From an optimization exercise on the open Yosys and OpenROAD flow, aimed at a short achievable clock period and few clock cycles; shortcuts taken in it are not production practice. Function was checked by simulation only, so behaviour that the tests miss may differ from the original. No activity file was given, so power comes from the tool's default toggle rates.

### flow/config.mk
export PLATFORM = sky130hd
export DESIGN_NAME = mips_core
export DESIGN_NICKNAME = mips_core
export VERILOG_FILES = /design/flow/design.v
export SDC_FILE = /design/flow/constraint.sdc
export NUM_CORES = 4
export LEC_CHECK = 0
export ABC_CLOCK_PERIOD_IN_PS = 3000
export CAP_MARGIN = 20
export CORE_MARGIN = 2
export CORE_UTILIZATION = 60
export CTS_CLUSTER_DIAMETER = 120
export CTS_CLUSTER_SIZE = 40
export PLACE_DENSITY = 0.7
export SLEW_MARGIN = 20
export TNS_END_PERCENT = 30
### flow/constraint.sdc
create_clock -name core_clock -period 10.0 [get_ports {CLK}]
set_input_delay 2.0000 -clock core_clock [delete_from_list [all_inputs] [get_ports {CLK}]]
set_output_delay 2.0000 -clock core_clock [all_outputs]
set_load 0.01 [all_outputs]
### flow/design.v
module mips_core (
  input  logic        CLK,
  input  logic        reset,
  output logic [31:0] imem_addr,
  input  logic [31:0] imem_data,
  output logic        wb_en,
  output logic [4:0]  wb_reg,
  output logic [31:0] wb_data,
  output logic        st_en,
  output logic [5:0]  st_addr,
  output logic [31:0] st_data
);
  logic [29:0] pcF;                  
  logic [29:0] pcP1;                 
  logic        eV;                   
  logic        eWe;                  
  logic [4:0]  eDest;
  logic        eLoad, eStore, eBr;
  logic        eSelAdd, eSelAnd, eSelOr, eSelSlt;
  logic        eSub;
  logic        eFast;                
  logic        eFA, eFB, eFBalu;     
  logic [31:0] eA, eB, eBalu;
  logic [7:0]  eImm8;
  logic [7:0]  eEA;                  
  logic        ePredT, eNZ;
  logic [29:0] eRecov;
  logic [29:0] eRecovP1;             
  logic [31:0] wRes;
  logic [31:1] wSel;                 
  logic        wbEn;
  logic [4:0]  wbReg;
  logic [31:0] wbData;
  logic        sEn;
  logic [5:0]  sAddr;
  logic [31:0] sData;
  logic [32*32-1:0] rf;
  logic [64*32-1:0] dmem;
  logic        mispE;
  logic [31:0] aE, bE, baluE;         
  logic [31:0] bxE, sumE;
  assign imem_addr = {pcF, 2'b00};
  logic [29:0] pcP1F, tgtF, tgtP1F;
  logic        predTF;
  assign pcP1F  = pcP1;
  assign tgtF   = pcP1 + {{14{imem_data[15]}}, imem_data[15:0]};
  assign tgtP1F = (pcP1 + 30'd1) + {{14{imem_data[15]}}, imem_data[15:0]};
  logic [29:0] pcBaseF, pcAltF, pcBaseP1F, pcAltP1F;
  assign pcBaseF   = mispE ? eRecov   : pcP1;
  assign pcAltF    = mispE ? eRecov   : tgtF;
  assign pcBaseP1F = mispE ? eRecovP1 : pcP1 + 30'd1;
  assign pcAltP1F  = mispE ? eRecovP1 : tgtP1F;
  always_ff @(posedge CLK or negedge reset) begin
    if (!reset) begin
      pcF  <= '0;
      pcP1 <= 30'd1;
    end else begin
      pcF  <= predTF ? pcAltF   : pcBaseF;
      pcP1 <= predTF ? pcAltP1F : pcBaseP1F;
    end
  end
  logic [5:0]  opD, fnD;
  logic [4:0]  rsD, rtD, rdD;
  logic [31:0] simmD;
  assign opD   = imem_data[31:26];
  assign rsD   = imem_data[25:21];
  assign rtD   = imem_data[20:16];
  assign rdD   = imem_data[15:11];
  assign fnD   = imem_data[5:0];
  assign simmD = {{16{imem_data[15]}}, imem_data[15:0]};
  logic regWD, useImmD, loadD, storeD, brD;
  logic selAddD, selAndD, selOrD, selSltD, subD;
  logic [4:0] destD;
  always_comb begin
    regWD   = 1'b0;
    useImmD = 1'b0;
    loadD   = 1'b0;
    storeD  = 1'b0;
    brD     = 1'b0;
    selAddD = 1'b0;
    selAndD = 1'b0;
    selOrD  = 1'b0;
    selSltD = 1'b0;
    subD    = 1'b0;
    destD   = rtD;
    case (opD)
      6'h00: begin
        destD = rdD;
        case (fnD)
          6'h20: begin regWD = 1'b1; selAddD = 1'b1; end
          6'h22: begin regWD = 1'b1; selAddD = 1'b1; subD = 1'b1; end
          6'h24: begin regWD = 1'b1; selAndD = 1'b1; end
          6'h25: begin regWD = 1'b1; selOrD  = 1'b1; end
          6'h2A: begin regWD = 1'b1; selSltD = 1'b1; subD = 1'b1; end
          default: ;
        endcase
      end
      6'h08: begin regWD = 1'b1; useImmD = 1'b1; selAddD = 1'b1; end
      6'h23: begin regWD = 1'b1; useImmD = 1'b1; loadD = 1'b1; end
      6'h2B: begin storeD = 1'b1; useImmD = 1'b1; end
      6'h04: brD = 1'b1;
      default: ;
    endcase
  end
  logic weD;
  assign weD = regWD && (destD != 5'd0);
  logic [31:0] rfA, rfB, opAD, opBD;
  assign rfA  = rf[rsD*32 +: 32];
  assign rfB  = rf[rtD*32 +: 32];
  logic [31:0] wSelV;
  assign wSelV = {wSel, 1'b0};
  assign opAD  = wSelV[rsD] ? wRes : rfA;
  assign opBD  = wSelV[rtD] ? wRes : rfB;
  logic fAD, fBD;
  assign fAD = eWe && (eDest == rsD);
  assign fBD = eWe && (eDest == rtD);
  logic [31:0] xF;              
  logic [3:0]  rcF;             
  logic        eqAddF, eqAndF, eqOrF, eqFastF;
  assign xF      = fAD ? opBD : opAD;
  assign rcF     = aE[3:0] ^ bxE[3:0] ^ xF[3:0];
  assign eqAddF  = (rcF[0] == eSub)
                && (rcF[3:1] == ((aE[2:0] & bxE[2:0])
                                | (aE[2:0] & rcF[2:0])
                                | (bxE[2:0] & rcF[2:0])));
  assign eqAndF  = ((aE[3:0] & baluE[3:0]) == xF[3:0]);
  assign eqOrF   = ((aE[3:0] | baluE[3:0]) == xF[3:0]);
  assign eqFastF = (eSelAdd && eqAddF) || (eSelAnd && eqAndF) || (eSelOr && eqOrF);
  assign predTF = (opD == 6'h04)
               && (!(fAD || fBD) ? (opAD == opBD) :
                   (rsD == rtD)  ? 1'b1 :
                   eFast         ? eqFastF :
                                   imem_data[15]);
  logic vNextE;
  assign vNextE = !mispE;
  always_ff @(posedge CLK or negedge reset) begin
    if (!reset) begin
      eV      <= 1'b0;
      eWe     <= 1'b0;
      eDest   <= '0;
      eLoad   <= 1'b0;
      eStore  <= 1'b0;
      eBr     <= 1'b0;
      eSelAdd <= 1'b0;
      eSelAnd <= 1'b0;
      eSelOr  <= 1'b0;
      eSelSlt <= 1'b0;
      eSub    <= 1'b0;
      eFast   <= 1'b0;
      eFA     <= 1'b0;
      eFB     <= 1'b0;
      eFBalu  <= 1'b0;
      eA      <= '0;
      eB      <= '0;
      eBalu   <= '0;
      eImm8   <= '0;
      eEA     <= '0;
      ePredT  <= 1'b0;
      eNZ     <= 1'b0;
      eRecov  <= '0;
      eRecovP1 <= '0;
    end else begin
      eV      <= vNextE;
      eWe     <= vNextE && weD;
      eDest   <= destD;
      eLoad   <= loadD;
      eStore  <= vNextE && storeD;
      eBr     <= vNextE && brD;
      eSelAdd <= selAddD;
      eSelAnd <= selAndD;
      eSelOr  <= selOrD;
      eSelSlt <= selSltD;
      eSub    <= subD;
      eFast   <= selAddD | selAndD | selOrD;
      eFA     <= fAD;
      eFB     <= fBD;
      eFBalu  <= fBD && !useImmD;
      eA      <= opAD;
      eB      <= opBD;
      eBalu   <= useImmD ? simmD : opBD;
      eImm8   <= imem_data[7:0];
      eEA     <= opAD[7:0] + imem_data[7:0];
      ePredT  <= predTF;
      eNZ     <= (imem_data[15:0] != 16'd0);
      eRecov  <= predTF ? pcP1F : tgtF;
      eRecovP1 <= predTF ? pcP1F + 30'd1 : tgtP1F;
    end
  end
  assign aE    = eFA    ? wRes : eA;
  assign bE    = eFB    ? wRes : eB;
  assign baluE = eFBalu ? wRes : eBalu;
  logic        ltE;
  assign bxE  = baluE ^ {32{eSub}};
  assign sumE = aE + bxE + {31'd0, eSub};
  assign ltE  = (aE[31] != baluE[31]) ? aE[31] : sumE[31];
  logic [7:0] eaE;
  logic [5:0] wordE;
  assign eaE   = eFA ? wRes[7:0] + eImm8 : eEA;
  assign wordE = eaE[7:2];
  logic [31:0] ldE;
  assign ldE = dmem[wordE*32 +: 32];
  logic [31:0] resE;
  assign resE = ({32{eSelAdd}} & sumE)
              | ({32{eSelAnd}} & (aE & baluE))
              | ({32{eSelOr}}  & (aE | baluE))
              | {31'd0, eSelSlt & ltE}
              | ({32{eLoad}}   & ldE);
  logic eqE;
  assign eqE   = (aE == bE);
  assign mispE = eBr && eNZ && (eqE != ePredT);
  for (genvar i = 0; i < 64; i++) begin : g_dmem
    always_ff @(posedge CLK or negedge reset) begin
      if (!reset) begin
        dmem[i*32 +: 32] <= '0;
      end else if (eStore && wordE == i) begin
        dmem[i*32 +: 32] <= bE;
      end
    end
  end
  always_ff @(posedge CLK or negedge reset) begin
    if (!reset) begin
      wRes   <= '0;
      wSel   <= '0;
      wbEn   <= 1'b0;
      wbReg  <= '0;
      wbData <= '0;
      sEn   <= 1'b0;
      sAddr <= '0;
      sData <= '0;
    end else begin
      wRes   <= resE;
      for (int k = 1; k < 32; k++) wSel[k] <= eWe && (eDest == k);
      wbEn   <= eWe;
      wbReg  <= eDest;
      if (eWe) wbData <= resE;
      sEn   <= eStore;
      sAddr <= wordE;
      sData <= bE;
    end
  end
  assign rf[31:0] = '0;
  for (genvar i = 1; i < 32; i++) begin : g_rf
    always_ff @(posedge CLK or negedge reset) begin
      if (!reset) begin
        rf[i*32 +: 32] <= '0;
      end else if (wSel[i]) begin
        rf[i*32 +: 32] <= wRes;
      end
    end
  end
  assign wb_en   = wbEn;
  assign wb_reg  = wbReg;
  assign wb_data = wbData;
  assign st_en   = sEn;
  assign st_addr = sAddr;
  assign st_data = sData;
endmodule
### flow/flow/run.sh
#!/bin/bash
set -euo pipefail
export SETUP_SLACK_MARGIN=6.8
bash standard.sh synth > synth.log 2>&1
bash standard.sh > layout.log 2>&1
### flow/standard.sh
#!/bin/bash
# synth_recipe.tcl (not shown) runs the flow's synth.tcl, then flattens the netlist and writes it again
# the make line also repeats each setting of config.mk as NAME=value (left out here)
make -C /OpenROAD-flow-scripts/flow DESIGN_CONFIG=/design/flow/config.mk WORK_HOME=/design/flow/orfs CLKGATE_MAP_FILE= SYNTH_SCRIPT=/design/flow/synth_recipe.tcl "${@:-finish}"
==> run summary <==
## power groups by stage
stage	Combinational, mW	Sequential, mW	Clock (mW)
after CTS	8.83	14.6	6.44
after floorplan	3.82	14.8	0
after detailed placement	6.08	14.9	0
after global placement	6.05	14.9	0
## synthesized netlist by cell type, types with 85 or more instances
master,instances
and3_1,141
inv_1,205
mux2_2,1181
a311oi_1,302
o22ai_1,154
dfrtp_1,3429
a31oi_1,90
clkbuf_1,1288
o21ai_0,793
a211oi_1,110
nor2_1,1656
a221oi_1,85
buf_1,148
nand2_1,2899
nand3_1,979
mux4_2,390
mux2i_1,299
a21oi_1,1575
ha_1,104
xnor2_1,119
xor2_1,119
## kinds of logic after synthesis
family	share of synthesized area (%)
buffers and inverters	4.38
multiplexers	15.2
other	0.00224
XOR/XNOR	1.24
AO/OA/AOI/OAI	12.3
adder cells (fa/ha/maj)	0.848
AND/OR/NAND/NOR	14.7
flip-flops	51.2
## layer usage
| metal | global-route usage (%) | GRT overflow |
|---|---|---|
| met2 | 78.8 | 8 |
| met5 | 30.3 | 1 |
| met1 | 67.2 | 2 |
| met3 | 49.5 | 2 |
| met4 | 58.8 | 7 |
## worst min-delay path by stage
stage | start | to | slack [ps]
after floorplan | eDest[2] | wbReg[2] | 350
after global placement | eRecov[22] | pcF[22] | 440
after detailed placement | eRecov[20] | pcF[20] | 440
after CTS | eRecovP1[17] | pcP1[17] | 470
## metrics by stage
step	util, %	std cells	hold WS (ps)
after floorplan	-	17000	352
after detailed placement	61.8	19600	440
after CTS	70.2	20600	473
after global placement	61.8	19600	438
## repair_timing
action / CTS
resized for setup: 1684
pin swaps: 296
setup endpoints to repair: 3026
setup buffers: 543
cloned: 301
==> results.sh <==
export IMPL_status="did not finish"
export IMPL_lastStage="global routing"
export IMPL_synth_area_leader_cell="dfrtp_1"
export IMPL_place_area_um2=172000
export IMPL_root_buffer="clkbuf_16"
export IMPL_track_usage_pct=64.4
export IMPL_start_util_pct=60.2
export IMPL_grt_max_degree=170
export IMPL_syn_area_per_cell_um2=9.89
export IMPL_syn_area_um2=168000
export IMPL_yosysSeqAreaShare_pct=51.2
export IMPL_synth_top_area_share_pct=51.2
export IMPL_synthArstFlopShare_pct=100
export IMPL_dp_hpwl_um=337000
export IMPL_synth_seq_cells=3430
export IMPL_cts_htree_levels=3
export IMPL_io_pins=143
export IMPL_die_h_um=533
export IMPL_error="[ERROR GRT-0232] Routing congestion too high. Check the congestion heatmap in the GUI."
export IMPL_synth_area_leaders="dfrtp_1 (51%), mux2_2 (7.9%), nand2_1 (6.5%)"
export IMPL_die_w_um=533
export IMPL_cts_buffers=101
export IMPL_yosys_most_used_dff="dfrtp_1"
export IMPL_hold_buffers=0
export IMPL_globalplace_congestion=0.978
export IMPL_clockBufferDepth=3
export IMPL_yosysWarnings=1
export IMPL_synth_cells=17000
export IMPL_place_port_buffers=140
export IMPL_place_ws_ps=1760
export IMPL_num_rows=194
export IMPL_cts_sinks=3430
export IMPL_grt_overflow_total=20
export IMPL_synth_edff_count=0
export IMPL_ys_types=98
Testbench counts, summed over its fixed seeds: cycles 105,038.
